This is an optimization exercise on Yosys and OpenROAD, whose aim is small area and a short achievable clock period, not a production implementation.
At most, simulation tests tie the RTL to the original design; equivalence was not proved.
Only the layout flow was run in runs 1 to 4; the RTL was not checked for function there.
No activity file was given, so power comes from the tool's default toggle rates.

$ cat design/flow/flow/run.sh
#!/bin/bash
set -e
rm -rf scripts_mod
cp -r "$FLOW_HOME/scripts" scripts_mod
printf 'strash\ndch\nmap -a\ntopo\nstime -c\nbuffer -c\nupsize -c\ndnsize -c\n' > scripts_mod/abc_area.script
export BUFFER_PORTS_ARGS="-buffer_cell sky130_fd_sc_hd__buf_1"
bash standard.sh SCRIPTS_DIR="$PWD/scripts_mod" ABC_AREA=1 ABC_CLOCK_PERIOD_IN_PS=3000 ADDER_MAP_FILE= finish > standard.log 2>&1
$ cat design/flow/standard.sh
#!/bin/bash
# synth_recipe.tcl (not shown) runs the flow's synth.tcl, then flattens the netlist and writes it again
# the make line also repeats each setting of config.mk as NAME=value (left out here)
make -C /OpenROAD-flow-scripts/flow DESIGN_CONFIG=/design/flow/config.mk WORK_HOME=/design/flow/orfs CLKGATE_MAP_FILE= SYNTH_SCRIPT=/design/flow/synth_recipe.tcl "${@:-finish}"
$ cat design/flow/config.mk
export PLATFORM = sky130hd
export DESIGN_NAME = ex_stage
export DESIGN_NICKNAME = ex_stage
export VERILOG_FILES = /design/flow/design.v
export SDC_FILE = /design/flow/constraint.sdc
export NUM_CORES = 4
export LEC_CHECK = 0
export CAP_MARGIN = 20
export CORE_MARGIN = 2
export CORE_UTILIZATION = 40
export SETUP_SLACK_MARGIN = 1.5
export SLEW_MARGIN = 20
$ cat design/flow/constraint.sdc
create_clock -name core_clock -period 5.0 [get_ports {clk}]
set_input_delay 1.0000 -clock core_clock [delete_from_list [all_inputs] [get_ports {clk}]]
set_output_delay 1.0000 -clock core_clock [all_outputs]
set_load 0.01 [all_outputs]
$ cat design/flow/design.v
package ex_pkg;
	localparam int XLEN = 32;
	typedef logic [XLEN-1:0] word_t;
	typedef logic [4:0]      reg_addr_t;
	typedef logic [11:0]     csr_addr_t;
	typedef logic [6:0]      opcode_t;
	typedef logic [2:0]      funct3_t;
	localparam opcode_t OPC_OP     = 7'b0110011;
	localparam opcode_t OPC_OP_IMM = 7'b0010011;
	localparam opcode_t OPC_LOAD   = 7'b0000011;
	localparam opcode_t OPC_STORE  = 7'b0100011;
	localparam opcode_t OPC_BRANCH = 7'b1100011;
	localparam opcode_t OPC_JAL    = 7'b1101111;
	localparam opcode_t OPC_JALR   = 7'b1100111;
	localparam opcode_t OPC_LUI    = 7'b0110111;
	localparam opcode_t OPC_AUIPC  = 7'b0010111;
	localparam opcode_t OPC_SYSTEM = 7'b1110011;
	localparam funct3_t F3_ADD  = 3'b000;
	localparam funct3_t F3_SLL  = 3'b001;
	localparam funct3_t F3_SLT  = 3'b010;
	localparam funct3_t F3_SLTU = 3'b011;
	localparam funct3_t F3_XOR  = 3'b100;
	localparam funct3_t F3_SR   = 3'b101;  
	localparam funct3_t F3_OR   = 3'b110;
	localparam funct3_t F3_AND  = 3'b111;
	localparam funct3_t F3_BEQ  = 3'b000;
	localparam funct3_t F3_BNE  = 3'b001;
	localparam funct3_t F3_BLT  = 3'b100;
	localparam funct3_t F3_BGE  = 3'b101;
	localparam funct3_t F3_BLTU = 3'b110;
	localparam funct3_t F3_BGEU = 3'b111;
	localparam funct3_t F3_LB  = 3'b000;
	localparam funct3_t F3_LH  = 3'b001;
	localparam funct3_t F3_LW  = 3'b010;
	localparam funct3_t F3_LBU = 3'b100;
	localparam funct3_t F3_LHU = 3'b101;
	localparam funct3_t F3_SB = 3'b000;
	localparam funct3_t F3_SH = 3'b001;
	localparam funct3_t F3_SW = 3'b010;
	localparam funct3_t F3_CSRRW  = 3'b001;
	localparam funct3_t F3_CSRRS  = 3'b010;
	localparam funct3_t F3_CSRRC  = 3'b011;
	localparam funct3_t F3_CSRRWI = 3'b101;
	localparam funct3_t F3_CSRRSI = 3'b110;
	localparam funct3_t F3_CSRRCI = 3'b111;
	typedef union packed {
		struct packed {
			logic [6:0] funct7;
			reg_addr_t  rs2;
			reg_addr_t  rs1;
			funct3_t    funct3;
			reg_addr_t  rd;
			opcode_t    opcode;
		} r_fmt;
		struct packed {
			logic [11:0] imm12;
			reg_addr_t   rs1;  
			funct3_t     funct3;
			reg_addr_t   rd;
			opcode_t     opcode;
		} i_fmt;
		struct packed {
			logic [6:0] imm_hi;
			reg_addr_t  rs2;
			reg_addr_t  rs1;
			funct3_t    funct3;
			logic [4:0] imm_lo;
			opcode_t    opcode;
		} s_fmt;
	} rv_inst_u;
	typedef struct packed {
		rv_inst_u  inst;
		word_t     inst_addr;
		word_t     op1;
		word_t     op2;
		word_t     op1_jump;
		word_t     op2_jump;
		word_t     reg1_data;
		word_t     reg2_data;
		logic      reg_wr_en;
		reg_addr_t reg_wr_addr;
		logic      csr_wr_en;
		csr_addr_t csr_wr_addr;
		word_t     csr_data;  
	} ex_in_t;
	typedef struct packed {
		logic  req;
		logic  wr_en;
		word_t rd_addr;
		word_t wr_addr;
		word_t wdata;
	} mem_req_t;
	typedef struct packed {
		logic      reg_wr_en;
		reg_addr_t reg_wr_addr;
		word_t     reg_data;
		logic      csr_wr_en;
		csr_addr_t csr_wr_addr;
		word_t     csr_data;
	} wb_t;
	typedef struct packed {
		logic  flag;
		word_t addr;
	} jump_t;
endpackage
module ex_add #(
	parameter int ARCH = 1
) (
	input  logic [31:0] a_i,
	input  logic [31:0] b_i,
	input  logic        ci_i,
	output logic [31:0] s_o,
	output logic [31:0] p_o,
	output logic        co_o
);
	logic [31:0] g0, p0;
	logic [31:0] gl [0:9];
	logic [31:0] pl [0:9];
	logic [31:0] gc;  
	assign p0 = a_i ^ b_i;
	assign g0 = (a_i & b_i) | {31'd0, p0[0] & ci_i};
	always_comb begin
		for (int l = 0; l < 10; l++) begin
			gl[l] = '0;
			pl[l] = '0;
		end
		gl[0] = g0;
		pl[0] = p0;
		gc    = '0;
		if (ARCH == 0) begin
			for (int l = 0; l < 5; l++) begin
				gl[l+1] = gl[l];
				pl[l+1] = pl[l];
				for (int i = 0; i < 32; i++) begin
					if (i >= (1 << l)) begin
						gl[l+1][i] = gl[l][i] | (pl[l][i] & gl[l][i-(1<<l)]);
						pl[l+1][i] = pl[l][i] & pl[l][i-(1<<l)];
					end
				end
			end
			gc = gl[5];
		end else if (ARCH == 1) begin
			for (int l = 0; l < 5; l++) begin
				gl[l+1] = gl[l];
				pl[l+1] = pl[l];
				for (int i = 0; i < 32; i++) begin
					if (((i >> l) & 1) == 1) begin
						gl[l+1][i] = gl[l][i] | (pl[l][i] & gl[l][((i >> l) << l) - 1]);
						pl[l+1][i] = pl[l][i] & pl[l][((i >> l) << l) - 1];
					end
				end
			end
			gc = gl[5];
		end else begin
			for (int l = 0; l < 5; l++) begin
				gl[l+1] = gl[l];
				pl[l+1] = pl[l];
				for (int i = 0; i < 32; i++) begin
					if (((i + 1) % (2 << l)) == 0) begin
						gl[l+1][i] = gl[l][i] | (pl[l][i] & gl[l][i-(1<<l)]);
						pl[l+1][i] = pl[l][i] & pl[l][i-(1<<l)];
					end
				end
			end
			for (int k = 0; k < 4; k++) begin
				int l;
				l = 3 - k;
				gl[k+6] = gl[k+5];
				pl[k+6] = pl[k+5];
				for (int i = 0; i < 32; i++) begin
					if (i >= (2 << l) && ((i + 1) % (2 << l)) == (1 << l)) begin
						gl[k+6][i] = gl[k+5][i] | (pl[k+5][i] & gl[k+5][i-(1<<l)]);
						pl[k+6][i] = pl[k+5][i] & pl[k+5][i-(1<<l)];
					end
				end
			end
			gc = gl[9];
		end
	end
	assign s_o  = p0 ^ {gc[30:0], ci_i};
	assign p_o  = p0;
	assign co_o = gc[31];
endmodule
module ex_stage (
	input  logic        clk,
	input  logic        arst_n_i,
	input  logic [306:0] ex_in_flat_i,  
	input  logic [31:0] mem_rdata_i,
	input  logic        irq_i,
	input  logic [31:0] irq_addr_i,
	output logic [97:0] mem_flat_o,    
	output logic [82:0] wb_flat_o,     
	output logic [32:0] jump_flat_o    
);
	logic [31:0] inst, op1, op2, opj1, opj2, rs1, rs2, csrd;
	logic        rwe, cwe;
	logic [4:0]  rwa;
	logic [11:0] cwa;
	assign inst = ex_in_flat_i[306:275];
	assign op1  = ex_in_flat_i[242:211];
	assign op2  = ex_in_flat_i[210:179];
	assign opj1 = ex_in_flat_i[178:147];
	assign opj2 = ex_in_flat_i[146:115];
	assign rs1  = ex_in_flat_i[114:83];
	assign rs2  = ex_in_flat_i[82:51];
	assign rwe  = ex_in_flat_i[50];
	assign rwa  = ex_in_flat_i[49:45];
	assign cwe  = ex_in_flat_i[44];
	assign cwa  = ex_in_flat_i[43:32];
	assign csrd = ex_in_flat_i[31:0];
	logic [6:0] opc;
	logic [2:0] f3;
	assign opc = inst[6:0];
	assign f3  = inst[14:12];
	logic is_op_any, is_link, is_lui, is_load, is_store, is_branch, is_jump, is_system;
	assign is_op_any = (opc == ex_pkg::OPC_OP) || (opc == ex_pkg::OPC_OP_IMM);
	assign is_link   = (opc == ex_pkg::OPC_JAL) || (opc == ex_pkg::OPC_JALR) || (opc == ex_pkg::OPC_AUIPC);
	assign is_lui    = opc == ex_pkg::OPC_LUI;
	assign is_load   = opc == ex_pkg::OPC_LOAD;
	assign is_store  = opc == ex_pkg::OPC_STORE;
	assign is_branch = opc == ex_pkg::OPC_BRANCH;
	assign is_jump   = (opc == ex_pkg::OPC_JAL) || (opc == ex_pkg::OPC_JALR);
	assign is_system = opc == ex_pkg::OPC_SYSTEM;
	logic ld_ok, st_ok, csr_ok;
	assign ld_ok  = !(f3 == 3'd3 || f3 == 3'd6 || f3 == 3'd7);
	assign st_ok  = !f3[2] && !(f3[1] && f3[0]);
	assign csr_ok = f3[1:0] != 2'd0;
	localparam int ARCH_ALU = 1;
	localparam int ARCH_AT  = 1;
	localparam bit JGATE    = 1'b1;
	logic [31:0] sum, diff, add_p, sub_p;
	logic        add_co, sub_co;
	logic        ltu, lt, eq;
	ex_add #(.ARCH(ARCH_ALU)) u_add (
		.a_i  (op1),
		.b_i  (op2),
		.ci_i (1'b0),
		.s_o  (sum),
		.p_o  (add_p),
		.co_o (add_co)
	);
	ex_add #(.ARCH(ARCH_ALU)) u_sub (
		.a_i  (op1),
		.b_i  (~op2),
		.ci_i (1'b1),
		.s_o  (diff),
		.p_o  (sub_p),
		.co_o (sub_co)
	);
	assign ltu = !sub_co;
	assign lt  = ltu ^ op1[31] ^ op2[31];
	assign eq  = &sub_p;  
	logic [4:0]  sh;
	logic [31:0] sh_in, sh_out, sh_rev;
	logic        fill;
	assign sh   = inst[5] ? rs2[4:0] : inst[24:20];
	assign fill = inst[14] && inst[30] && rs1[31];
	always_comb begin
		for (int i = 0; i < 32; i++) sh_in[i] = inst[14] ? rs1[i] : rs1[31-i];
	end
	assign sh_out = 32'($signed({fill, sh_in}) >>> sh);
	always_comb begin
		for (int i = 0; i < 32; i++) sh_rev[i] = sh_out[31-i];
	end
	logic [11:0] imm;
	logic [31:0] at_a, at_b, at_sum, at_p, addr, target;
	logic        at_co;
	assign imm  = {inst[31:25], inst[5] ? inst[11:7] : inst[24:20]};
	assign at_a = inst[6] ? opj1 : rs1;
	assign at_b = inst[6] ? opj2 : {{20{imm[11]}}, imm};
	ex_add #(.ARCH(ARCH_AT)) u_at_add (
		.a_i  (at_a),
		.b_i  (at_b),
		.ci_i (1'b0),
		.s_o  (at_sum),
		.p_o  (at_p),
		.co_o (at_co)
	);
	assign addr   = at_sum;
	assign target = at_sum;
	logic [1:0] ld_lo, st_lo;
	assign ld_lo = rs1[1:0] + inst[21:20];
	assign st_lo = rs1[1:0] + inst[8:7];
	logic [7:0]  ld_byte;
	logic [15:0] ld_half;
	logic [31:0] ld_data;
	always_comb begin
		case (ld_lo)
			2'd0:    ld_byte = mem_rdata_i[7:0];
			2'd1:    ld_byte = mem_rdata_i[15:8];
			2'd2:    ld_byte = mem_rdata_i[23:16];
			default: ld_byte = mem_rdata_i[31:24];
		endcase
	end
	assign ld_half = ld_lo[1] ? mem_rdata_i[31:16] : mem_rdata_i[15:0];
	always_comb begin
		case (f3)
			3'd0:    ld_data = {{24{ld_byte[7]}}, ld_byte};
			3'd1:    ld_data = {{16{ld_half[15]}}, ld_half};
			3'd2:    ld_data = mem_rdata_i;
			3'd4:    ld_data = {24'd0, ld_byte};
			3'd5:    ld_data = {16'd0, ld_half};
			default: ld_data = '0;
		endcase
	end
	logic [31:0] st_data;
	always_comb begin
		for (int k = 0; k < 4; k++) begin
			case (f3[1:0])
				2'd0:    st_data[8*k +: 8] = (st_lo == 2'(k)) ? rs2[7:0] : mem_rdata_i[8*k +: 8];
				2'd1:    st_data[8*k +: 8] = (st_lo[1] == k[1]) ? rs2[8*(k%2) +: 8] : mem_rdata_i[8*k +: 8];
				default: st_data[8*k +: 8] = rs2[8*k +: 8];
			endcase
		end
	end
	logic [31:0] csr_src, csr_w;
	assign csr_src = f3[2] ? {27'd0, inst[19:15]} : rs1;
	always_comb begin
		case (f3[1:0])
			2'd1:    csr_w = csr_src;
			2'd2:    csr_w = csrd | csr_src;
			2'd3:    csr_w = csrd & ~csr_src;
			default: csr_w = '0;
		endcase
	end
	logic        sel_add, sel_sub, sel_sll, sel_sr, sel_slt, sel_sltu;
	logic        sel_xor, sel_or, sel_and, sel_lui, sel_load, sel_csr;
	assign sel_add  = is_link || (is_op_any && f3 == 3'd0 && !(inst[5] && inst[30]));
	assign sel_sub  = is_op_any && f3 == 3'd0 && inst[5] && inst[30];
	assign sel_sll  = is_op_any && f3 == 3'd1;
	assign sel_slt  = is_op_any && f3 == 3'd2;
	assign sel_sltu = is_op_any && f3 == 3'd3;
	assign sel_xor  = is_op_any && f3 == 3'd4;
	assign sel_sr   = is_op_any && f3 == 3'd5;
	assign sel_or   = is_op_any && f3 == 3'd6;
	assign sel_and  = is_op_any && f3 == 3'd7;
	assign sel_lui  = is_lui;
	assign sel_load = is_load;
	assign sel_csr  = is_system && csr_ok;
	logic [31:0] reg_early, reg_data;
	assign reg_early = ({32{sel_xor}}  & (op1 ^ op2)) |
	                   ({32{sel_or}}   & (op1 | op2)) |
	                   ({32{sel_and}}  & (op1 & op2)) |
	                   ({32{sel_lui}}  & op1) |
	                   ({32{sel_load}} & ld_data) |
	                   ({32{sel_csr}}  & csrd);
	assign reg_data  = reg_early |
	                   ({32{sel_add}} & sum) |
	                   ({32{sel_sub}} & diff) |
	                   ({32{sel_sll}} & sh_rev) |
	                   ({32{sel_sr}}  & sh_out) |
	                   {31'd0, (sel_slt && lt) || (sel_sltu && ltu)};
	logic taken;
	always_comb begin
		case (f3)
			3'd0:    taken = eq;
			3'd1:    taken = !eq;
			3'd4:    taken = lt;
			3'd5:    taken = !lt;
			3'd6:    taken = ltu;
			3'd7:    taken = !ltu;
			default: taken = 1'b0;
		endcase
	end
	logic        jflag;
	logic [31:0] jaddr;
	assign jflag = irq_i || is_jump || (is_branch && taken);
	assign jaddr = irq_i ? irq_addr_i : ((JGATE || jflag) ? target : '0);
	logic req0, wen0;
	assign req0 = (is_load && ld_ok) || (is_store && st_ok);
	assign wen0 = is_store && st_ok;
	logic        q_req, q_wen, q_wen0;
	logic [31:0] q_addr, q_wdata;
	logic        q_rwe, q_cwe;
	logic [4:0]  q_rwa;
	logic [11:0] q_cwa;
	logic [31:0] q_rdata, q_cdata;
	logic        q_jflag;
	logic [31:0] q_jaddr;
	always_ff @(posedge clk or negedge arst_n_i) begin
		if (!arst_n_i) begin
			q_req   <= 1'b0;
			q_wen   <= 1'b0;
			q_wen0  <= 1'b0;
			q_addr  <= '0;
			q_wdata <= '0;
			q_rwe   <= 1'b0;
			q_rwa   <= '0;
			q_rdata <= '0;
			q_cwe   <= 1'b0;
			q_cwa   <= '0;
			q_cdata <= '0;
			q_jflag <= 1'b0;
			q_jaddr <= '0;
		end else begin
			q_req   <= req0 && !irq_i;
			q_wen   <= wen0 && !irq_i;
			q_wen0  <= wen0;
			q_addr  <= req0 ? addr : '0;
			q_wdata <= wen0 ? st_data : '0;
			q_rwe   <= rwe && !irq_i;
			q_rwa   <= rwa;
			q_rdata <= reg_data;
			q_cwe   <= cwe && !irq_i;
			q_cwa   <= cwa;
			q_cdata <= is_system ? csr_w : '0;
			q_jflag <= jflag;
			q_jaddr <= jaddr;
		end
	end
	assign mem_flat_o  = {q_req, q_wen, q_addr, q_addr & {32{q_wen0}}, q_wdata};
	assign wb_flat_o   = {q_rwe, q_rwa, q_rdata, q_cwe, q_cwa, q_cdata};
	assign jump_flat_o = {q_jflag, JGATE ? (q_jaddr & {32{q_jflag}}) : q_jaddr};
endmodule
==> flow_metrics.env, run 1 <==
export IMPL_cts_tree="yes"
export IMPL_clkSinkCount=183
export IMPL_syn_avg_cell_area_um2=6.319
export IMPL_io_buffers=555
export IMPL_drtAntennaViolNets=0
export IMPL_cts_buffers=17
export IMPL_nets=3515
export IMPL_gr_total_overflow=0
export IMPL_worstHoldPathType="in -> async"
export IMPL_dp_cells=3590
export IMPL_cp_arrival_ps=3910
export IMPL_grt_max_degree=99
export IMPL_multi_input_area_um2=10080
export IMPL_p_leak_nw=9.427
export IMPL_grt_pass1_wl_mm=121.9
export IMPL_yosysWarnings=4
export IMPL_syn_inst=2543
export IMPL_outcome="no timing/DRC/antenna violations"
export IMPL_async_flop_share=1.000
export IMPL_cap_violations=0
export IMPL_crit_path_start_kind="input pin"
export IMPL_setup_ws_ps=1455
export IMPL_vias=21160
export IMPL_drive_gt1_frac=0.1145
export IMPL_holdBufCountCts=0
export IMPL_hold_viol_final=0
export IMPL_cts_root_buf="clkbuf_16"
export IMPL_fin_util=0.5251
export IMPL_vias_per_cell=5.727
export IMPL_grt_usage=0.3972
export IMPL_num_rows=73
export IMPL_setup_violations=0
export IMPL_ios=588
export IMPL_fin_hold_ws_ps=550.8
export IMPL_hpwl_mm=69.76
export IMPL_worstSetupPathType="in -> reg"
export IMPL_cts_htree_levels=4
export IMPL_wl_per_cell_um=23.45
export IMPL_cts_clk_slew_worst_paths_ps=100
export IMPL_rsz0062_at_grt="yes"
export IMPL_ir_drop_mv=0.2695
export IMPL_ys_seq_area_frac=0.2850
export IMPL_die_y_um=204.4
export IMPL_crit_fanout=3
export IMPL_finalCritPeriodShare=0.7089
export IMPL_synth_edf_count=0
export IMPL_p_per_area_nw_per_um2=230.7
export IMPL_stdcell_count=3695
export IMPL_slew_violations=0
export IMPL_fmax_mhz=282.1
export IMPL_relSlewSlack=0.2768
export IMPL_fp_dieArea_um2=41800
export IMPL_drt_total_wl_mm=86.66
export IMPL_firstDrtPassIters=8
export IMPL_crit_start="ex_in_flat_i[180]"
export IMPL_syn_nets=2917
export IMPL_synth_seq_cells=183
export IMPL_grt_pass1_vias=19280
export IMPL_worstMarginPinSlew_ps=1078
export IMPL_cp_end_kind="flip-flop"
export IMPL_gp_congestion=1.018
export IMPL_tns_ps=0
export IMPL_ys_flop_type="dfrtp_1"
export IMPL_place_ws_ps=494.0
export IMPL_syn_to_final_growth_pct=29.83
export IMPL_cts_buffer_depth=2
export IMPL_synth_area_um2=16070
export IMPL_die_w_um=204.4
export IMPL_start_util=0.4045
export IMPL_seq_area_um2=4579
export IMPL_ys_types=61
export IMPL_drt_iter0_drc=2287
export IMPL_period_needed_ps=3545
export IMPL_fillCellCount=4204
export IMPL_cp_data_required_time_ps=5370
export IMPL_layout_common_cells="buf_1 (540), nor2_1 (429), nand2_1 (386), inv_1 (350), a21oi_1 (214)"
export IMPL_core_um2=39730
export IMPL_antenna_found_initial=18
export IMPL_final_common_cell="buf_1"
export IMPL_drc_errors=0
-- flip-flops by register name, indices dropped and copies added, names as in the netlist, 5 cells and up --
| register | flops |
|---|---|
| q_addr | 32 |
| q_cdata | 32 |
| q_jaddr | 32 |
| q_rdata | 32 |
| q_wdata | 32 |
| q_cwa | 12 |
| q_rwa | 5 |
-- metrics by stage --
step | area (um^2) | total power, mW
finish | 20860 | 4.814
global route | 20860 | 5.038
floorplan | 16070 | 2.545
detailed placement | 18990 | 3.165
global placement | 18990 | 3.153
CTS | 19870 | 4.651
-- worst max-delay path: stages --
cell and delay [ps]:
buf_12 110, clkinv_8 50, nor2_4 30, nor2_4 110, inv_2 60, nor3_4 250, o21ai_2 110, nand2_2 100
nand2_2 50, inv_2 70, nor2_4 40, nor2_4 140, nor2_4 60, nor2_4 120, nor2_4 60, nor2_4 120
inv_2 60, a31oi_4 170, nand4_2 130, nand2_4 160, inv_6 50, nor2_4 110, nor2_2 50, o21ai_1 150
o2111ai_1 120, a31oi_1 170, buf_4 150, o221ai_2 80
-- cell usage after synthesis (4+ instances only) --
cell | n | area share
nor2_1 | 465 | 0.11
nand2_1 | 397 | 0.093
inv_1 | 360 | 0.084
a21oi_1 | 232 | 0.072
o21ai_0 | 209 | 0.065
dfrtp_1 | 183 | 0.28
clkbuf_1 | 88 | 0.021
a31oi_1 | 54 | 0.021
a221oi_1 | 48 | 0.026
o21ai_1 | 43 | 0.013
xor2_1 | 43 | 0.023
a211oi_1 | 38 | 0.018
nor3_1 | 38 | 0.012
nand3_1 | 36 | 0.011
a22oi_1 | 30 | 0.014
o221ai_1 | 30 | 0.016
inv_2 | 27 | 0.0063
o211ai_1 | 24 | 0.011
o22ai_1 | 19 | 0.0074
mux2i_1 | 17 | 0.011
buf_2 | 14 | 0.0044
o2111ai_1 | 11 | 0.0060
xnor2_1 | 9 | 0.0049
a2111oi_0 | 7 | 0.0038
buf_1 | 7 | 0.0016
buf_4 | 7 | 0.0033
nor2_4 | 7 | 0.0049
clkinv_1 | 6 | 0.0014
nand4_1 | 6 | 0.0023
a32oi_1 | 5 | 0.0027
and2_1 | 5 | 0.0019
nor2_2 | 5 | 0.0019
nor3_2 | 5 | 0.0031
o21ai_2 | 5 | 0.0027
o21bai_1 | 5 | 0.0023
o311ai_0 | 5 | 0.0027
o311ai_1 | 5 | 0.0027
a21boi_1 | 4 | 0.0019
nor4_1 | 4 | 0.0016
o31ai_1 | 4 | 0.0019
-- power breakdown --
| group | internal (mW) | switching, mW | total, mW |
|---|---|---|---|
| combinational | 0.565 | 1.23 | 1.80 |
| clock | 0.718 | 0.740 | 1.46 |
| sequential | 1.54 | 0.0183 | 1.56 |
| total | 2.82 | 1.99 | 4.81 |
-- layout make-up --
| type | instances | share of cell area |
|---|---|---|
| multi-input cells | 1848 | 0.4830 |
| flip-flops and latches | 183 | 0.2195 |
| repair buffers | 696 | 0.1609 |
| inverters | 393 | 0.07364 |
| well taps | 525 | 0.03148 |
| clock buffers | 17 | 0.02039 |
| clock inverters | 15 | 0.008396 |
| diodes | 16 | 0.001919 |
| repair inverters | 2 | 0.0007796 |
-- routing by layer --
layer / track usage / share of wire / up-vias
li1: - / - / 9755
met1: 0.5163 / 0.40 / 9984
met2: 0.6257 / 0.46 / 1199
met3: 0.06489 / 0.088 / 220
met4: 0.2254 / 0.057 / 2
met5: 0 / 0.00012 / -
-- worst max path at each step --
stage / endpoint / slack [ps]
6_report: q_rdata[17] / 1460
5_1_grt: q_rdata[17] / 1230
4_1_cts: q_jflag / 1500
3_5_place_dp: q_jaddr[22] / 490
3_3_place_gp: q_jaddr[22] / 620
2_1_floorplan: q_rdata[21] / 1630
-- repair_timing --
item                                    in CTS  in global routing
endpoints found under the setup margin      66                 77
buffers inserted                            12                 41
pin swaps                                    6                 34
gates cloned                                 1                  2
gates resized for setup                     44                170
-- cells by family (layout without fill, tap and decap cells) --
| logic type | after synthesis | count (layout) | synth area share |
|---|---|---|---|
| AO/OA/AOI/OAI | 800 | 800 | 0.3057 |
| XOR/XNOR | 52 | 52 | 0.02834 |
| adder cells (fa/ha/maj) | 1 | 1 | 0.0007007 |
| buffers and inverters | 512 | 1123 | 0.1237 |
| flip-flops | 183 | 183 | 0.2850 |
| multiplexers | 17 | 17 | 0.01059 |
| other | 0 | 16 | 0 |
| AND/OR/NAND/NOR | 978 | 978 | 0.2460 |
==> run 2: changes to the inputs <==
--- a/design/flow/design.v
+++ b/design/flow/design.v
@@ -281,37 +281,62 @@
 	logic [1:0] ld_lo, st_lo;
 	assign ld_lo = rs1[1:0] + inst[21:20];
 	assign st_lo = rs1[1:0] + inst[8:7];
-	logic [7:0]  ld_byte;
-	logic [15:0] ld_half;
+	logic [3:0]  ld_b;
+	logic        ld_byte_op, ld_half_op, ld_word_op;
+	logic [3:0]  ld_s;
+	logic        ld_t1, ld_t3, ld_bsign, ld_hsign, ld_fill8, ld_fill16;
 	logic [31:0] ld_data;
 	always_comb begin
-		case (ld_lo)
-			2'd0:    ld_byte = mem_rdata_i[7:0];
-			2'd1:    ld_byte = mem_rdata_i[15:8];
-			2'd2:    ld_byte = mem_rdata_i[23:16];
-			default: ld_byte = mem_rdata_i[31:24];
-		endcase
+		for (int k = 0; k < 4; k++) ld_b[k] = ld_lo == 2'(k);
 	end
-	assign ld_half = ld_lo[1] ? mem_rdata_i[31:16] : mem_rdata_i[15:0];
+	assign ld_byte_op = f3[1:0] == 2'b00;
+	assign ld_half_op = f3[1:0] == 2'b01;
+	assign ld_word_op = f3 == 3'b010;
+	assign ld_s[0]   = ld_word_op || (ld_byte_op && ld_b[0]) || (ld_half_op && !ld_lo[1]);
+	assign ld_s[1]   = ld_byte_op && ld_b[1];
+	assign ld_s[2]   = (ld_byte_op && ld_b[2]) || (ld_half_op && ld_lo[1]);
+	assign ld_s[3]   = ld_byte_op && ld_b[3];
+	assign ld_t1     = ld_word_op || (ld_half_op && !ld_lo[1]);
+	assign ld_t3     = ld_half_op && ld_lo[1];
+	assign ld_bsign  = (ld_b[0] && mem_rdata_i[7]) || (ld_b[1] && mem_rdata_i[15]) ||
+	                   (ld_b[2] && mem_rdata_i[23]) || (ld_b[3] && mem_rdata_i[31]);
+	assign ld_hsign  = ld_lo[1] ? mem_rdata_i[31] : mem_rdata_i[15];
+	assign ld_fill8  = !f3[2] && ld_byte_op && ld_bsign;
+	assign ld_fill16 = !f3[2] && ((ld_byte_op && ld_bsign) || (ld_half_op && ld_hsign));
+	assign ld_data[7:0]   = ({8{ld_s[0]}} & mem_rdata_i[7:0]) | ({8{ld_s[1]}} & mem_rdata_i[15:8]) |
+	                        ({8{ld_s[2]}} & mem_rdata_i[23:16]) | ({8{ld_s[3]}} & mem_rdata_i[31:24]);
+	assign ld_data[15:8]  = ({8{ld_t1}} & mem_rdata_i[15:8]) | ({8{ld_t3}} & mem_rdata_i[31:24]) |
+	                        {8{ld_fill8}};
+	assign ld_data[31:16] = ({16{ld_word_op}} & mem_rdata_i[31:16]) | {16{ld_fill16}};
+	logic       st_sb, st_sh, st_sw;
+	logic [3:0] st_b;
+	logic [3:0] st_own, st_b0, st_mem;
+	logic       st_h3;
+	logic [31:0] st_data;
 	always_comb begin
-		case (f3)
-			3'd0:    ld_data = {{24{ld_byte[7]}}, ld_byte};
-			3'd1:    ld_data = {{16{ld_half[15]}}, ld_half};
-			3'd2:    ld_data = mem_rdata_i;
-			3'd4:    ld_data = {24'd0, ld_byte};
-			3'd5:    ld_data = {16'd0, ld_half};
-			default: ld_data = '0;
-		endcase
+		for (int k = 0; k < 4; k++) st_b[k] = st_lo == 2'(k);
+	end
+	assign st_sb = is_store && f3 == 3'd0;
+	assign st_sh = is_store && f3 == 3'd1;
+	assign st_sw = is_store && f3 == 3'd2;
+	assign st_own[0] = st_sw || (st_sb && st_b[0]) || (st_sh && !st_lo[1]);
+	assign st_own[1] = st_sw || (st_sh && !st_lo[1]);
+	assign st_own[2] = st_sw;
+	assign st_own[3] = st_sw;
+	assign st_b0[0]  = 1'b0;
+	assign st_b0[1]  = st_sb && st_b[1];
+	assign st_b0[2]  = (st_sb && st_b[2]) || (st_sh && st_lo[1]);
+	assign st_b0[3]  = st_sb && st_b[3];
+	assign st_h3     = st_sh && st_lo[1];
+	always_comb begin
+		for (int k = 0; k < 4; k++) st_mem[k] = (st_sb && !st_b[k]) || (st_sh && (st_lo[1] != k[1]));
 	end
-	logic [31:0] st_data;
 	always_comb begin
 		for (int k = 0; k < 4; k++) begin
-			case (f3[1:0])
-				2'd0:    st_data[8*k +: 8] = (st_lo == 2'(k)) ? rs2[7:0] : mem_rdata_i[8*k +: 8];
-				2'd1:    st_data[8*k +: 8] = (st_lo[1] == k[1]) ? rs2[8*(k%2) +: 8] : mem_rdata_i[8*k +: 8];
-				default: st_data[8*k +: 8] = rs2[8*k +: 8];
-			endcase
+			st_data[8*k +: 8] = ({8{st_own[k]}} & rs2[8*k +: 8]) | ({8{st_b0[k]}} & rs2[7:0]) |
+			                    ({8{st_mem[k]}} & mem_rdata_i[8*k +: 8]);
 		end
+		st_data[31:24] = st_data[31:24] | ({8{st_h3}} & rs2[15:8]);
 	end
 	logic [31:0] csr_src, csr_w;
 	assign csr_src = f3[2] ? {27'd0, inst[19:15]} : rs1;
@@ -397,7 +422,7 @@
 			q_wen   <= wen0 && !irq_i;
 			q_wen0  <= wen0;
 			q_addr  <= req0 ? addr : '0;
-			q_wdata <= wen0 ? st_data : '0;
+			q_wdata <= st_data;
 			q_rwe   <= rwe && !irq_i;
 			q_rwa   <= rwa;
 			q_rdata <= reg_data;
==> flow_metrics.env, run 2 <==
export IMPL_ios=588
export IMPL_comb_power_share=0.371
export IMPL_clkSinkCount=183
export IMPL_final_common_cell="buf_1"
export IMPL_synth_seq_cells=183
export IMPL_ys_seq_area_frac=0.2902
export IMPL_cts_buffers=17
export IMPL_synth_area_um2=15780
export IMPL_grt_pass1_wl_mm=121.4
export IMPL_drtAntennaViolNets=0
export IMPL_syn_to_final_growth_pct=30.63
export IMPL_synth_commonest_cells="nor2_1 (453), nand2_1 (421), inv_1 (397)"
export IMPL_cp_arrival_ps=3840
export IMPL_multi_input_area_um2=9941
export IMPL_crit_fanout=4
export IMPL_rsz0062_at_grt="yes"
export IMPL_layout_common_cells="buf_1 (535), nor2_1 (421), nand2_1 (414), inv_1 (382), o21ai_0 (198)"
export IMPL_drive_gt1_frac=0.1150
export IMPL_slew_violations=0
export IMPL_period_needed_ps=3475
export IMPL_synth_top_cell_area_share=0.2902
export IMPL_drc_errors=0
export IMPL_place_area_um2=18620
export IMPL_worstMarginPinSlew_ps=1024
export IMPL_vias=20840
export IMPL_firstDrtPassIters=6
export IMPL_cts_buffer_depth=2
export IMPL_ys_flop_type="dfrtp_1"
export IMPL_worstHoldPathType="in -> async"
export IMPL_antenna_found_initial=2
export IMPL_fillCellCount=4075
export IMPL_relSlewSlack=0.3171
export IMPL_grtUsageMet2=0.6449
export IMPL_p_leak_nw=9.402
export IMPL_start_util=0.4064
export IMPL_die_y_um=202.6
export IMPL_fmax_mhz=287.8
export IMPL_p_per_area_nw_per_um2=227.0
export IMPL_ir_drop_mv=0.2745
export IMPL_fin_area_um2=20610
export IMPL_synth_area_top_cells="dfrtp_1 (29%), nor2_1 (11%), nand2_1 (10%)"
export IMPL_syn_inst=2522
export IMPL_ys_types=64
export IMPL_grt_usage=0.4010
export IMPL_cts_tree="yes"
export IMPL_fin_hold_ws_ps=561.0
export IMPL_hold_viol_final=0
export IMPL_cp_data_required_time_ps=5370
export IMPL_core_um2=38830
export IMPL_setup_ws_ps=1525
export IMPL_p_sw_mw=1.931
export IMPL_worstSetupPathType="in -> reg"
export IMPL_cts_htree_levels=4
export IMPL_cts_root_buf="clkbuf_16"
export IMPL_finalCritPeriodShare=0.6950
export IMPL_yosysWarnings=4
export IMPL_async_flop_share=1.000
export IMPL_place_ws_ps=544.0
export IMPL_cap_violations=0
export IMPL_cts_clk_slew_worst_paths_ps=80
export IMPL_vias_per_cell=5.723
export IMPL_wl_per_cell_um=23.57
export IMPL_drt_iter0_drc=2048
export IMPL_seqPwrFrac=0.333
export IMPL_io_buffers=555
export IMPL_syn_avg_cell_area_um2=6.257
export IMPL_synth_edf_count=0
export IMPL_yosysTopAreaCell="dfrtp_1"
export IMPL_num_rows=72
export IMPL_seq_area_um2=4579
export IMPL_grt_util_met1=0.4985
export IMPL_synth_most_common_cell="nor2_1"
export IMPL_drt_total_wl_mm=85.83
export IMPL_outcome="no timing/DRC/antenna violations"
export IMPL_nets=3483
export IMPL_use_met3=0.08427
export IMPL_syn_nets=2896
export IMPL_crit_path_start_kind="input pin"
export IMPL_clockPowerShare=0.296
export IMPL_internal_power_mw=2.747
export IMPL_cp_end_kind="flip-flop"
export IMPL_top_usage_layer="met2"
export IMPL_grt_max_degree=70
export IMPL_gp_congestion=1.063
export IMPL_setup_violations=0
export IMPL_grt_pass1_vias=19440
export IMPL_die_w_um=202.6
export IMPL_gr_total_overflow=0
export IMPL_fp_dieArea_um2=41050
export IMPL_p_sw_frac=0.4128
export IMPL_tns_ps=0
export IMPL_hpwl_mm=68.30
[run 2: cell types whose count changed in the layout (fill, tap and decap cells not counted), sizes merged, moves of 15 or more]
cell    delta
a31oi     -27
nand2     +27
buf       -26
a211oi    -25
a221oi    -25
a21oi     -24
inv       +21
o211ai    +18
o22ai     +17
nand3     +15
[run 2: kinds of logic (layout without fill, tap and decap cells)]
| group | count (synthesis) | count (layout) | share of synthesized area |
|---|---|---|---|
| AOI/OAI and AO/OA | 746 | 746 | 0.2868 |
| adders and majority gates | 2 | 2 | 0.001427 |
| buffers and inverters | 520 | 1119 | 0.1281 |
| other | 0 | 2 | 0 |
| muxes | 15 | 15 | 0.009514 |
| and+or+nand+nor | 1009 | 1010 | 0.2578 |
| DFF | 183 | 183 | 0.2902 |
| xor gates and xnor gates | 47 | 47 | 0.02609 |
[run 2: worst max-delay path by stage]
stage | from | end | slack [ps] | cells past startpoint
after floorplan | ex_in_flat_i[280] | q_jaddr[26] | 1540 | 20
after CTS | ex_in_flat_i[280] | q_jaddr[21] | 1480 | 20
final | ex_in_flat_i[180] | q_rdata[15] | 1530 | 19
after global routing | ex_in_flat_i[83] | q_rdata[19] | 1360 | 17
after detailed placement | ex_in_flat_i[280] | q_rdata[24] | 540 | 15
after global placement | ex_in_flat_i[280] | q_rdata[24] | 520 | 15
[run 2: layout make-up]
class | instances | area share
multi-input cells | 1820 | 0.4822
well taps | 518 | 0.03144
diodes | 2 | 0.0002428
clock buffers | 17 | 0.02064
clock inverters | 15 | 0.007830
inverters | 412 | 0.07715
flip-flops and latches | 183 | 0.2222
repair inverters | 1 | 0.0003642
repair buffers | 674 | 0.1579
[run 2: through the flow]
| step | util | power, mW | instances |
|---|---|---|---|
| floorplan | - | 2.467 | 2522 |
| global placement | 0.4795 | 3.057 | 3550 |
| detailed placement | 0.4795 | 3.064 | 3550 |
| CTS | 0.5107 | 4.549 | 3616 |
| global route | 0.5309 | 4.892 | 3642 |
| finish | 0.5309 | 4.678 | 3642 |
[run 2: per-layer routing]
metal	up-vias	wire [um]	part of all wire
met5	-	0	0
met4	0	5520	0.064
met3	261	7772	0.091
met2	1219	39040	0.45
met1	9810	33500	0.39
li1	9554	-	-
[run 2: power by group through the flow]
stage                     Combinational, mW  Clock [mW]  Sequential, mW
after floorplan                       0.877           0            1.59
after global placement                 1.47           0            1.59
after detailed placement               1.48           0            1.59
after CTS                              1.58        1.41            1.56
after global routing                   1.87        1.46            1.56
final                                  1.73        1.39            1.56
[run 2: critical path, stage by stage]
cell       delay, ps
buf_1            140
inv_2             70
buf_4            130
buf_4            120
buf_4            120
a21oi_1          150
nor2_1            70
a21oi_1          160
inv_1            110
a21oi_4          260
o21ai_4          110
a31oi_2          280
o21ai_1          130
nand2_1           90
o21ai_0          140
xor2_1           180
nor2_1            80
a2111oi_4        310
o221ai_1         180
[run 2: timing repair]
action	4_1_cts	5_1_grt
pin swaps	23	58
gates resized for setup	89	178
endpoints found under the setup margin	52	94
hold buffers	0	0
setup buffers	30	22
cloned	4	1
==> run 3: changes to the inputs <==
--- a/design/flow/config.mk
+++ b/design/flow/config.mk
@@ -8,5 +8,5 @@
 export CAP_MARGIN = 20
 export CORE_MARGIN = 2
 export CORE_UTILIZATION = 40
-export SETUP_SLACK_MARGIN = 1.5
+export SETUP_SLACK_MARGIN = 2.0
 export SLEW_MARGIN = 20
==> flow_metrics.env, run 3 <==
export IMPL_outcome="no timing/DRC/antenna violations"
export IMPL_cts_buffer_depth=2
export IMPL_grt_pass1_vias=20030
export IMPL_syn_nets=2896
export IMPL_cts_tree="yes"
export IMPL_grt_usage=0.4099
export IMPL_syn_to_final_growth_pct=45.08
export IMPL_worstSetupPathType="in -> reg"
export IMPL_grt_pass1_wl_mm=124.9
export IMPL_cap_violations=0
export IMPL_fp_dieArea_um2=41050
export IMPL_clkSinkCount=183
export IMPL_vias_per_cell=5.787
export IMPL_clockPowerShare=0.282
export IMPL_cts_clk_slew_worst_paths_ps=80
export IMPL_ir_drop_mv=0.2968
export IMPL_gr_total_overflow=0
export IMPL_tns_ps=0
export IMPL_start_util=0.4064
export IMPL_seq_area_um2=4579
export IMPL_internal_power_mw=2.982
export IMPL_setup_ws_ps=1505
export IMPL_antenna_found_initial=3
export IMPL_num_rows=72
export IMPL_async_flop_share=1.000
export IMPL_relSlewSlack=0.3243
export IMPL_setup_violations=0
export IMPL_fmax_mhz=286.2
export IMPL_synth_edf_count=0
export IMPL_layout_common_cells="buf_1 (538), nor2_1 (401), nand2_1 (387), inv_1 (368), dfrtp_1 (183)"
export IMPL_ios=588
export IMPL_synth_commonest_cells="nor2_1 (453), nand2_1 (421), inv_1 (397)"
export IMPL_cts_htree_levels=4
export IMPL_die_w_um=202.6
export IMPL_drt_total_wl_mm=89.44
export IMPL_core_um2=38830
export IMPL_worstMarginPinSlew_ps=1014
export IMPL_place_ws_ps=253.4
export IMPL_drc_errors=0
export IMPL_ys_seq_area_frac=0.2902
export IMPL_finalCritPeriodShare=0.6989
export IMPL_drt_iter0_drc=2259
export IMPL_io_buffers=555
export IMPL_dp_cells=3565
export IMPL_cp_end_kind="flip-flop"
export IMPL_p_per_area_nw_per_um2=222.6
export IMPL_final_common_cell="buf_1"
export IMPL_ys_flop_type="dfrtp_1"
export IMPL_synth_area_top_cells="dfrtp_1 (29%), nor2_1 (11%), nand2_1 (10%)"
export IMPL_synth_area_um2=15780
export IMPL_multi_input_area_um2=11000
export IMPL_slew_violations=0
export IMPL_ys_types=64
export IMPL_cp_arrival_ps=3900
export IMPL_wl_per_cell_um=23.86
export IMPL_worstHoldPathType="in -> reg"
export IMPL_synth_most_common_cell="nor2_1"
export IMPL_p_leak_nw=10.31
export IMPL_crit_path_start_kind="input pin"
export IMPL_synth_top_cell_area_share=0.2902
export IMPL_period_needed_ps=3495
export IMPL_syn_avg_cell_area_um2=6.257
export IMPL_fillCellCount=3746
export IMPL_hpwl_mm=68.90
export IMPL_grt_max_degree=86
export IMPL_synth_seq_cells=183
export IMPL_p_sw_mw=2.114
export IMPL_cts_buffers=17
export IMPL_wl_met2_mm=40.68
export IMPL_nets=3588
export IMPL_seqPwrFrac=0.306
export IMPL_drive_gt1_frac=0.1915
export IMPL_m1WireLength_mm=34.10
export IMPL_cts_root_buf="clkbuf_16"
export IMPL_drtAntennaViolNets=0
export IMPL_wl_met3_mm=8.167
export IMPL_top_layer_used="met4"
export IMPL_vias=21690
export IMPL_cp_data_required_time_ps=5410
export IMPL_firstDrtPassIters=9
export IMPL_yosysTopAreaCell="dfrtp_1"
export IMPL_p_sw_frac=0.4148
export IMPL_hold_viol_final=0
export IMPL_fin_hold_ws_ps=583.0
export IMPL_stdcell_count=3748
export IMPL_syn_inst=2522
export IMPL_die_y_um=202.6
export IMPL_gp_congestion=1.021
export IMPL_comb_power_share=0.412
export IMPL_rsz0062_at_grt="yes"
export IMPL_yosysWarnings=4
export IMPL_crit_fanout=6
==> run 3: cell count changes in the layout (fill, tap and decap cells not counted), moves of 13 or more <==
| cell | previous run | this run |
|---|---|---|
| nor2_4 | 12 | 26 |
| inv_1 | 382 | 368 |
| nor2_1 | 421 | 401 |
| buf_4 | 103 | 166 |
| o21ai_2 | 16 | 47 |
| o21ai_0 | 198 | 133 |
| nand2_1 | 414 | 387 |
| nand2_4 | 1 | 14 |
| o21ai_1 | 48 | 73 |
| buf_6 | 6 | 32 |
==> run 3: per-layer routing <==
layer | up-vias | GRT usage
li1 | 9795 | -
met1 | 10260 | 0.5060
met2 | 1325 | 0.6632
met3 | 311 | 0.08363
met4 | 0 | 0.2419
met5 | - | 0
==> run 3: critical path, stage by stage <==
cell and delay, ps:
buf_1 100, buf_6 160, nor2_4 50, nor2_4 140, inv_2 70, nor2_4 150, o21ai_4 80, a21oi_4 170
nor2_4 60, nor3_4 140, nand2_1 80, o21ai_2 180, nand3_2 120, nor3_4 190, nand2_1 120, nand2_4 120
inv_6 60, buf_12 140, nor2_4 90, inv_2 50, a21oi_2 160, xor2_1 240, nand2_1 100, o311ai_2 90
==> run 3: path summary, 6_finish.rpt <==
path	cells after the start	start	slack [ps]	end
setup / recovery	24	ex_in_flat_i[180]	1510	q_rdata[22]
min in group asynchronous	1	arst_n_i	630	q_rdata[11]
max in group asynchronous	2	arst_n_i	3270	q_wdata[14]
hold / removal	1	ex_in_flat_i[45]	580	q_rwa[0]
==> run 3: power groups by stage <==
stage	Combinational [mW]	Sequential [mW]	Clock [mW]
detailed placement	1.51	1.59	0
global route	2.24	1.56	1.51
global placement	1.50	1.58	0
CTS	1.79	1.56	1.45
finish	2.10	1.56	1.44
floorplan	0.903	1.59	0
==> run 3: final cells by class <==
type,count,share of cell area
Timing Repair inverter,2,0.0004372
Inverter,412,0.07252
Timing Repair Buffer,779,0.1918
Sequential cell,183,0.2000
Clock buffer,17,0.01858
Tap cell,518,0.02831
Clock inverter,15,0.007378
Antenna cell,3,0.0003279
Multi-Input combinational cell,1819,0.4806
==> run 3: cell families (layout without fill, tap and decap cells) <==
logic type / count (synthesis) / in the layout / share of synthesized area
simple gates: 1009 / 1009 / 0.2578
flops: 183 / 183 / 0.2902
mux: 15 / 15 / 0.009514
xor+xnor: 47 / 47 / 0.02609
fa+ha+maj: 2 / 2 / 0.001427
buf+inv: 520 / 1225 / 0.1281
compound gates: 746 / 746 / 0.2868
other cells: 0 / 3 / 0
==> run 3: what timing repair did <==
item                       4_1_cts  5_1_grt
pin swaps                       72       98
hold buffers                     0        0
resized for setup              249      308
setup endpoints to repair      100      103
setup buffers                   79       57
gates cloned                     6        6
==> run 3: stage by stage <==
step / cell area [um^2] / utilization / power [mW]
after floorplan: 16020 / - / 2.493
after global placement: 18930 / 0.4875 / 3.086
after detailed placement: 18930 / 0.4875 / 3.095
after CTS: 21280 / 0.5480 / 4.794
after global routing: 22890 / 0.5896 / 5.318
final: 22890 / 0.5896 / 5.096
==> run 4: changes to the inputs <==
==> design/flow/flow/run.sh (replaced) <==
#!/bin/bash
set -e
rm -rf scripts_mod
cp -r "$FLOW_HOME/scripts" scripts_mod
printf 'strash\ndch\nif -K 4\nstrash\nmap -a\ntopo\nstime -c\nbuffer -c\nupsize -c\ndnsize -c\n' > scripts_mod/abc_area.script
export BUFFER_PORTS_ARGS="-buffer_cell sky130_fd_sc_hd__buf_1"
bash standard.sh SCRIPTS_DIR="$PWD/scripts_mod" ABC_AREA=1 ABC_CLOCK_PERIOD_IN_PS=3000 ADDER_MAP_FILE= finish > standard.log 2>&1
--- a/design/flow/config.mk
+++ b/design/flow/config.mk
@@ -8,5 +8,5 @@
 export CAP_MARGIN = 20
 export CORE_MARGIN = 2
 export CORE_UTILIZATION = 40
-export SETUP_SLACK_MARGIN = 2.0
+export SETUP_SLACK_MARGIN = 1.5
 export SLEW_MARGIN = 20
==> flow_metrics.env, run 4 <==
export IMPL_outcome="no timing/DRC/antenna violations"
export IMPL_crit_fanout=20
export IMPL_setup_ws_ps=1381
export IMPL_rsz0062_at_grt="yes"
export IMPL_worstPathCellList="clkbuf_4 > buf_16 > nor2_1 > inv_2 > nor2_2 > inv_2 > nor2_1 > clkinvlp_4 > o2111ai_1 > a221oi_1 > o2111ai_1"
export IMPL_cts_clk_slew_worst_paths_ps=80
export IMPL_holdBufCountCts=0
export IMPL_synth_area_um2=16380
export IMPL_final_common_cell="buf_1"
export IMPL_die_y_um=206.4
export IMPL_async_flop_share=1.000
export IMPL_cts_buffers=17
export IMPL_dp_cells=3612
export IMPL_finalCritPeriodShare=0.7238
export IMPL_period_needed_ps=3619
export IMPL_drt_total_wl_mm=89.78
export IMPL_grt_pass1_vias=19620
export IMPL_slew_violations=0
export IMPL_setup_violations=0
export IMPL_stdcell_count=3658
export IMPL_fin_hold_ws_ps=365.1
export IMPL_synth_edf_count=0
export IMPL_syn_to_final_growth_pct=23.14
export IMPL_fillCellCount=4428
export IMPL_drt_iter0_drc=2299
export IMPL_yosysWarnings=4
export IMPL_grt_max_degree=115
export IMPL_gr_total_overflow=0
export IMPL_synth_seq_cells=183
export IMPL_relSlewSlack=0.3126
export IMPL_synth_area_top_cells="dfrtp_1 (28%), nor2_1 (10%), nand2_1 (9.9%)"
export IMPL_synth_top_cell_area_share=0.2796
export IMPL_gp_congestion=1.025
export IMPL_vias=21070
export IMPL_hold_viol_final=0
export IMPL_synth_most_common_cell="nor2_1"
export IMPL_place_ws_ps=578.3
export IMPL_grt_usage=0.4101
export IMPL_fin_util=0.4962
export IMPL_seq_area_um2=4579
export IMPL_tns_ps=0
export IMPL_antenna_found_initial=7
export IMPL_syn_inst=2576
export IMPL_multi_input_area_um2=10130
export IMPL_wl_per_cell_um=24.54
export IMPL_clkSinkCount=183
export IMPL_yosysTopAreaCell="dfrtp_1"
export IMPL_worstHoldPathType="in -> async"
export IMPL_nets=3482
export IMPL_cts_tree="yes"
export IMPL_ys_types=71
export IMPL_cts_root_buf="clkbuf_16"
export IMPL_grt_pass1_wl_mm=125.3
export IMPL_fmax_mhz=276.3
export IMPL_p_leak_nw=9.096
export IMPL_io_buffers=555
export IMPL_cap_violations=0
export IMPL_syn_nets=2950
export IMPL_ys_seq_area_frac=0.2796
export IMPL_core_um2=40650
export IMPL_cp_data_required_time_ps=5360
export IMPL_fp_dieArea_um2=42590
export IMPL_drive_gt1_frac=0.07978
export IMPL_drc_errors=0
export IMPL_p_per_area_nw_per_um2=228.5
export IMPL_crit_path_start_kind="input pin"
export IMPL_crit_path_top_delay_cell="o2111ai_1"
export IMPL_num_rows=74
export IMPL_die_w_um=206.4
export IMPL_syn_avg_cell_area_um2=6.359
export IMPL_ir_drop_mv=0.2710
export IMPL_cp_end_kind="flip-flop"
export IMPL_ios=588
export IMPL_synth_commonest_cells="nor2_1 (451), nand2_1 (434), inv_1 (374)"
export IMPL_drtAntennaViolNets=0
export IMPL_cts_buffer_depth=2
export IMPL_cpPeakStageDelay_ps=640
export IMPL_worstMarginPinSlew_ps=1031
export IMPL_cts_htree_levels=4
export IMPL_layout_common_cells="buf_1 (549), nor2_1 (436), nand2_1 (434), inv_1 (372), a21oi_1 (239)"
export IMPL_start_util=0.4030
export IMPL_cp_arrival_ps=3980
export IMPL_hpwl_mm=73.00
export IMPL_firstDrtPassIters=8
export IMPL_vias_per_cell=5.760
export IMPL_ys_flop_type="dfrtp_1"
export IMPL_worstSetupPathType="in -> reg"
-- run 4: cell types whose count changed after synthesis, moves of 17 or more --
cell,delta
nand3_1,+18
a21oi_1,+40
inv_1,-23
xor2_1,+17
o2111ai_1,+22
o21ai_0,-69
-- run 4: layer usage --
| layer | global-route usage | vias to the layer above | routed length [um] |
|---|---|---|---|
| met2 | 0.6517 | 1280 | 40010 |
| met3 | 0.07174 | 280 | 7779 |
| li1 | - | 9645 | - |
| met1 | 0.4941 | 9862 | 33920 |
| met4 | 0.3135 | 4 | 8048 |
| met5 | 0 | - | 24 |
-- run 4: kinds of logic after synthesis --
kind of cell / Yosys count / synth area share
AOI/OAI and AO/OA: 741 / 0.2803
DFF: 183 / 0.2796
adders and majority gates: 1 / 0.0006874
and+or+nand+nor: 1047 / 0.2622
xor gates and xnor gates: 72 / 0.03987
buffers and inverters: 512 / 0.1249
muxes: 20 / 0.01245
-- run 4: report_power, final --
part           internal (mW)  switching (mW)  total, mW
clock                  0.657           0.704       1.36
sequential              1.54          0.0265       1.57
combinational          0.498            1.18       1.68
total                   2.69            1.91       4.61
-- run 4: final timing paths --
check / start / to / slack (ps) / cells after the start
worst max-delay path: ex_in_flat_i[281] / q_rdata[24] / 1380 / 11
worst min-delay path: arst_n_i / q_addr[22] / 370 / 1
max in group asynchronous: arst_n_i / q_rdata[7] / 3620 / 2
min in group core_clock: ex_in_flat_i[37] / q_cwa[5] / 610 / 1
-- run 4: worst max-delay path: cells and delay by family --
family                 cells  cell delay (ps)
buffers and inverters      5             1190
AOI/OAI and AO/OA          3             1080
and+or+nand+nor            3              670
-- run 4: cell type report --
type,count,area share
clock buffers,18,0.02128
flip-flops and latches,183,0.2270
inverters,409,0.07741
multi-input cells,1881,0.5022
clock inverters,14,0.006575
repair buffers,616,0.1319
well taps,532,0.03300
diodes,5,0.0006203
-- run 4: metrics by stage --
step / cell area (um^2) / power (mW)
after detailed placement: 19130 / 3.163
after global routing: 20170 / 4.833
after floorplan: 16380 / 2.566
after global placement: 19100 / 3.150
after CTS: 19790 / 4.532
final: 20170 / 4.608
-- run 4: timing repair --
item | 4_1_cts | 5_1_grt
hold endpoints to repair | 0 | 0
resized for setup | 21 | 59
cloned | 0 | 2
setup buffers | 0 | 7
pin swaps | 1 | 9
endpoints found under the setup margin | 50 | 57
==> run 5: changes to the inputs <==
--- a/design/flow/design.v
+++ b/design/flow/design.v
@@ -394,12 +394,11 @@
 	logic req0, wen0;
 	assign req0 = (is_load && ld_ok) || (is_store && st_ok);
 	assign wen0 = is_store && st_ok;
-	logic        q_req, q_wen, q_wen0;
-	logic [31:0] q_addr, q_wdata;
+	logic        q_req, q_wen, q_req0, q_wen0, q_sys, q_st, q_nst;
+	logic [31:0] q_a, q_b;
 	logic        q_rwe, q_cwe;
 	logic [4:0]  q_rwa;
 	logic [11:0] q_cwa;
-	logic [31:0] q_rdata, q_cdata;
 	logic        q_jflag;
 	logic [31:0] q_jaddr;
 	always_ff @(posedge clk or negedge arst_n_i) begin
@@ -407,33 +406,37 @@
 			q_req   <= 1'b0;
 			q_wen   <= 1'b0;
 			q_wen0  <= 1'b0;
-			q_addr  <= '0;
-			q_wdata <= '0;
+			q_sys   <= 1'b0;
+			q_st    <= 1'b0;
+			q_req0  <= 1'b0;
+			q_nst   <= 1'b0;
+			q_a     <= '0;
+			q_b     <= '0;
 			q_rwe   <= 1'b0;
 			q_rwa   <= '0;
-			q_rdata <= '0;
 			q_cwe   <= 1'b0;
 			q_cwa   <= '0;
-			q_cdata <= '0;
 			q_jflag <= 1'b0;
 			q_jaddr <= '0;
 		end else begin
 			q_req   <= req0 && !irq_i;
 			q_wen   <= wen0 && !irq_i;
 			q_wen0  <= wen0;
-			q_addr  <= req0 ? addr : '0;
-			q_wdata <= st_data;
+			q_sys   <= is_system;
+			q_st    <= is_store;
+			q_req0  <= req0;
+			q_nst   <= !is_store;
+			q_a     <= ({32{req0}} & addr) | ({32{is_system}} & csr_w);
+			q_b     <= st_data | reg_data;
 			q_rwe   <= rwe && !irq_i;
 			q_rwa   <= rwa;
-			q_rdata <= reg_data;
 			q_cwe   <= cwe && !irq_i;
 			q_cwa   <= cwa;
-			q_cdata <= is_system ? csr_w : '0;
 			q_jflag <= jflag;
 			q_jaddr <= jaddr;
 		end
 	end
-	assign mem_flat_o  = {q_req, q_wen, q_addr, q_addr & {32{q_wen0}}, q_wdata};
-	assign wb_flat_o   = {q_rwe, q_rwa, q_rdata, q_cwe, q_cwa, q_cdata};
+	assign mem_flat_o  = {q_req, q_wen, q_a & {32{q_req0}}, q_a & {32{q_wen0}}, q_b & {32{q_st}}};
+	assign wb_flat_o   = {q_rwe, q_rwa, q_b & {32{q_nst}}, q_cwe, q_cwa, q_a & {32{q_sys}}};
 	assign jump_flat_o = {q_jflag, JGATE ? (q_jaddr & {32{q_jflag}}) : q_jaddr};
 endmodule
==> design/flow/flow/run.sh (replaced) <==
#!/bin/bash
set -e
rm -rf scripts_mod
cp -r "$FLOW_HOME/scripts" scripts_mod
printf 'strash\ndch\nmap -a\ntopo\nstime -c\nbuffer -c\nupsize -c\ndnsize -c\n' > scripts_mod/abc_area.script
export BUFFER_PORTS_ARGS="-buffer_cell sky130_fd_sc_hd__buf_1"
bash standard.sh SCRIPTS_DIR="$PWD/scripts_mod" ABC_AREA=1 ABC_CLOCK_PERIOD_IN_PS=3000 ADDER_MAP_FILE= finish > standard.log 2>&1
--- a/design/flow/config.mk
+++ b/design/flow/config.mk
@@ -10,3 +10,4 @@
 export CORE_UTILIZATION = 40
 export SETUP_SLACK_MARGIN = 1.5
 export SLEW_MARGIN = 20
+export TNS_END_PERCENT = 10
==> flow_metrics.env, run 5 <==
export IMPL_dp_cells=3743
export IMPL_gr_total_overflow=0
export IMPL_ys_seq_area_frac=0.2036
export IMPL_cts_root_buf="clkbuf_16"
export IMPL_ios=588
export IMPL_synth_edf_count=0
export IMPL_rsz0062_at_grt="yes"
export IMPL_synth_area_um2=15120
export IMPL_grt_pass1_vias=19600
export IMPL_fmax_mhz=283.1
export IMPL_relSlewSlack=0.2643
export IMPL_cts_clk_slew_worst_paths_ps=70
export IMPL_wl_per_cell_um=23.76
export IMPL_crit_fanout=13
export IMPL_fp_dieArea_um2=39360
export IMPL_grt_usage=0.4366
export IMPL_stdcell_count=3833
export IMPL_cp_end_kind="flip-flop"
export IMPL_drc_errors=0
export IMPL_cpMostUsedCell="buf_4"
export IMPL_tns_ps=0
export IMPL_antenna_found_initial=5
export IMPL_ir_drop_mv=0.2688
export IMPL_synth_most_common_cell="nor2_1"
export IMPL_drt_iter0_drc=3171
export IMPL_hold_viol_final=0
export IMPL_cpPeakStageDelay_ps=500
export IMPL_synth_commonest_cells="nor2_1 (591), inv_1 (473), nand2_1 (408)"
export IMPL_p_per_area_nw_per_um2=206.2
export IMPL_cts_tree="yes"
export IMPL_clkSinkCount=123
export IMPL_ys_types=63
export IMPL_reg_largest_list="q_a (32), q_b (32), q_jaddr (32)"
export IMPL_grt_pass1_wl_mm=124.5
export IMPL_gp_congestion=1.107
export IMPL_worstHoldPathType="in -> async"
export IMPL_vias=22310
export IMPL_layout_common_cells="nor2_1 (552), buf_1 (542), inv_1 (456), nand2_1 (400), o21ai_0 (231)"
export IMPL_synth_top_cell_area_share=0.2036
export IMPL_p_leak_nw=8.919
export IMPL_vias_per_cell=5.819
export IMPL_synth_seq_cells=123
export IMPL_cap_violations=0
export IMPL_holdBufCountCts=0
export IMPL_drt_total_wl_mm=91.06
export IMPL_cts_buffer_depth=2
export IMPL_drive_gt1_frac=0.1098
export IMPL_outcome="no timing/DRC/antenna violations"
export IMPL_path_delay_family="buffers and inverters"
export IMPL_crit_path_start_kind="input pin"
export IMPL_fillCellCount=3934
export IMPL_hpwl_mm=73.93
export IMPL_synth_area_top_cells="dfrtp_1 (20%), nor2_1 (15%), inv_1 (12%)"
export IMPL_start_util=0.4042
export IMPL_cts_buffers=17
export IMPL_yosysWarnings=4
export IMPL_place_area_um2=17960
export IMPL_syn_nets=3091
export IMPL_async_flop_share=1.000
export IMPL_die_y_um=198.4
export IMPL_core_um2=37400
export IMPL_syn_to_final_growth_pct=30.77
export IMPL_num_rows=71
export IMPL_crit_path_top_delay_cell="a221oi_1"
export IMPL_cts_htree_levels=4
export IMPL_die_w_um=198.4
export IMPL_syn_inst=2717
export IMPL_syn_avg_cell_area_um2=5.563
export IMPL_worstPathCellList="buf_1 > nor2_4 > inv_1 > nor2_1 > nand2_1 > buf_4 > o22ai_1 > a221oi_1 > buf_4 > o221ai_1 > nor4_1 > buf_4 > o311ai_1"
export IMPL_cp_data_required_time_ps=5330
export IMPL_path_buf_inv=5
export IMPL_drtAntennaViolNets=0
export IMPL_slew_violations=0
export IMPL_nets=3675
export IMPL_fin_area_um2=19770
export IMPL_yosysTopAreaCell="dfrtp_1"
export IMPL_firstDrtPassIters=8
export IMPL_ys_flop_type="dfrtp_1"
export IMPL_finalCritPeriodShare=0.7063
export IMPL_setup_violations=0
export IMPL_worstSetupPathType="in -> reg"
export IMPL_grt_max_degree=72
export IMPL_final_common_cell="nor2_1"
export IMPL_cp_arrival_ps=3860
export IMPL_worstMarginPinSlew_ps=1097
export IMPL_io_buffers=555
export IMPL_period_needed_ps=3532
## run 5: changes by cell type in the layout (fill, tap and decap cells not counted), sizes merged, moves of 60 or more
cell	previous run	this run
inv	405	497
a21oi	255	190
dfrtp	183	123
nor2	469	598
o21ai	201	321
nor3	29	89
buf	608	669
## run 5: cell families after synthesis
family	after synthesis	share of synthesized area
AOI/OAI and AO/OA	738	0.2905
xor gates and xnor gates	49	0.02839
adders and majority gates	1	0.0007449
buffers and inverters	621	0.1580
DFF	123	0.2036
muxes	6	0.003973
and+or+nand+nor	1179	0.3148
## run 5: area by class of cell
class / count / area, um^2 / share of cell area
Multi-Input combinational cell: 1974 / 10310 / 0.5218
Sequential cell: 123 / 3078 / 0.1557
Timing Repair inverter: 1 / 7.507 / 0.0003798
Timing Repair Buffer: 679 / 3201 / 0.1619
Clock inverter: 14 / 135.1 / 0.006836
Antenna cell: 8 / 20.02 / 0.001013
Clock buffer: 18 / 439.2 / 0.02222
Tap cell: 511 / 639.4 / 0.03235
Inverter: 505 / 1933 / 0.09780
## run 5: worst paths after layout
| path | start | endpoint | slack [ps] | cells past startpoint |
|---|---|---|---|---|
| max in group asynchronous | arst_n_i | q_b[13] | 3310 | 2 |
| max | ex_in_flat_i[288] | q_b[13] | 1470 | 13 |
| min in group core_clock | ex_in_flat_i[47] | q_rwa[2] | 630 | 1 |
| min | arst_n_i | q_jaddr[15] | 550 | 1 |
## run 5: what timing repair did
| action | in CTS | in global routing |
|---|---|---|
| resized for setup | 32 | 193 |
| endpoints found under the setup margin | 68 | 60 |
| pin swaps | 1 | 43 |
| gates cloned | 0 | 4 |
| buffers inserted | 0 | 44 |
## run 5: power by group
group	leakage (nW)	total (mW)	switching, mW	internal (mW)
Sequential	1.60	1.07	0.0192	1.06
Combinational	7.04	1.70	1.19	0.512
Clock	0.282	1.30	0.594	0.707
Total	8.92	4.08	1.80	2.27
## run 5: stage by stage
step / utilization / setup WS, ps / power (mW) / hold WS (ps)
finish: 0.5285 / 1468 / 4.075 / 547.8
global route: 0.5282 / 1419 / 4.247 / 586.2
CTS: 0.4982 / 1425 / 3.877 / 556.8
detailed placement: 0.4802 / 526.4 / 2.573 / 1039
global placement: 0.4802 / 604.2 / 2.559 / 1039
floorplan: - / 1736 / 1.986 / 704.4
## run 5: routing by layer
metal | track usage | share of wire
met4 | 0.2590 | 0.066
met3 | 0.08935 | 0.12
met1 | 0.5817 | 0.39
met2 | 0.6507 | 0.42
met5 | 0 | 0.00012

[afterwards: timing with drivers on the ports]
The results above use ideal ports. As a check the final layouts listed here were re-extracted and re-timed, cells and wires unchanged. Step 1, drivers: a clkbuf_16 drives clk and a buf_2 each remaining input, both assumed. Step 2 moves the port delays by t, midway between the first and last clock arrival at a register: inputs arrive t later, outputs are due t later. That takes back most of the time a late clock gives input paths. a / b / c = ideal ports / drivers / drivers and shift; a / b = the first two.
| run | shift t [ns] | setup slack, ns | worst setup path after step 2 |
|---|---|---|---|
| run 1 | 0.544 | 1.455 / 1.463 / 0.919 | input to register |
| run 2 | 0.553 | 1.525 / 1.501 / 0.947 | input to register |
| run 3 | 0.570 | 1.505 / 1.535 / 0.965 | input to register |
| run 4 | 0.539 | 1.381 / 1.418 / 0.879 | input to register |
| run 5 | 0.519 | 1.468 / 1.437 / 0.918 | input to register |
After both steps setup and hold are still met in every run listed. For run 2, which loses most, drivers alone change the setup slack by -0.024 ns; drivers and shift together by -0.578 ns.
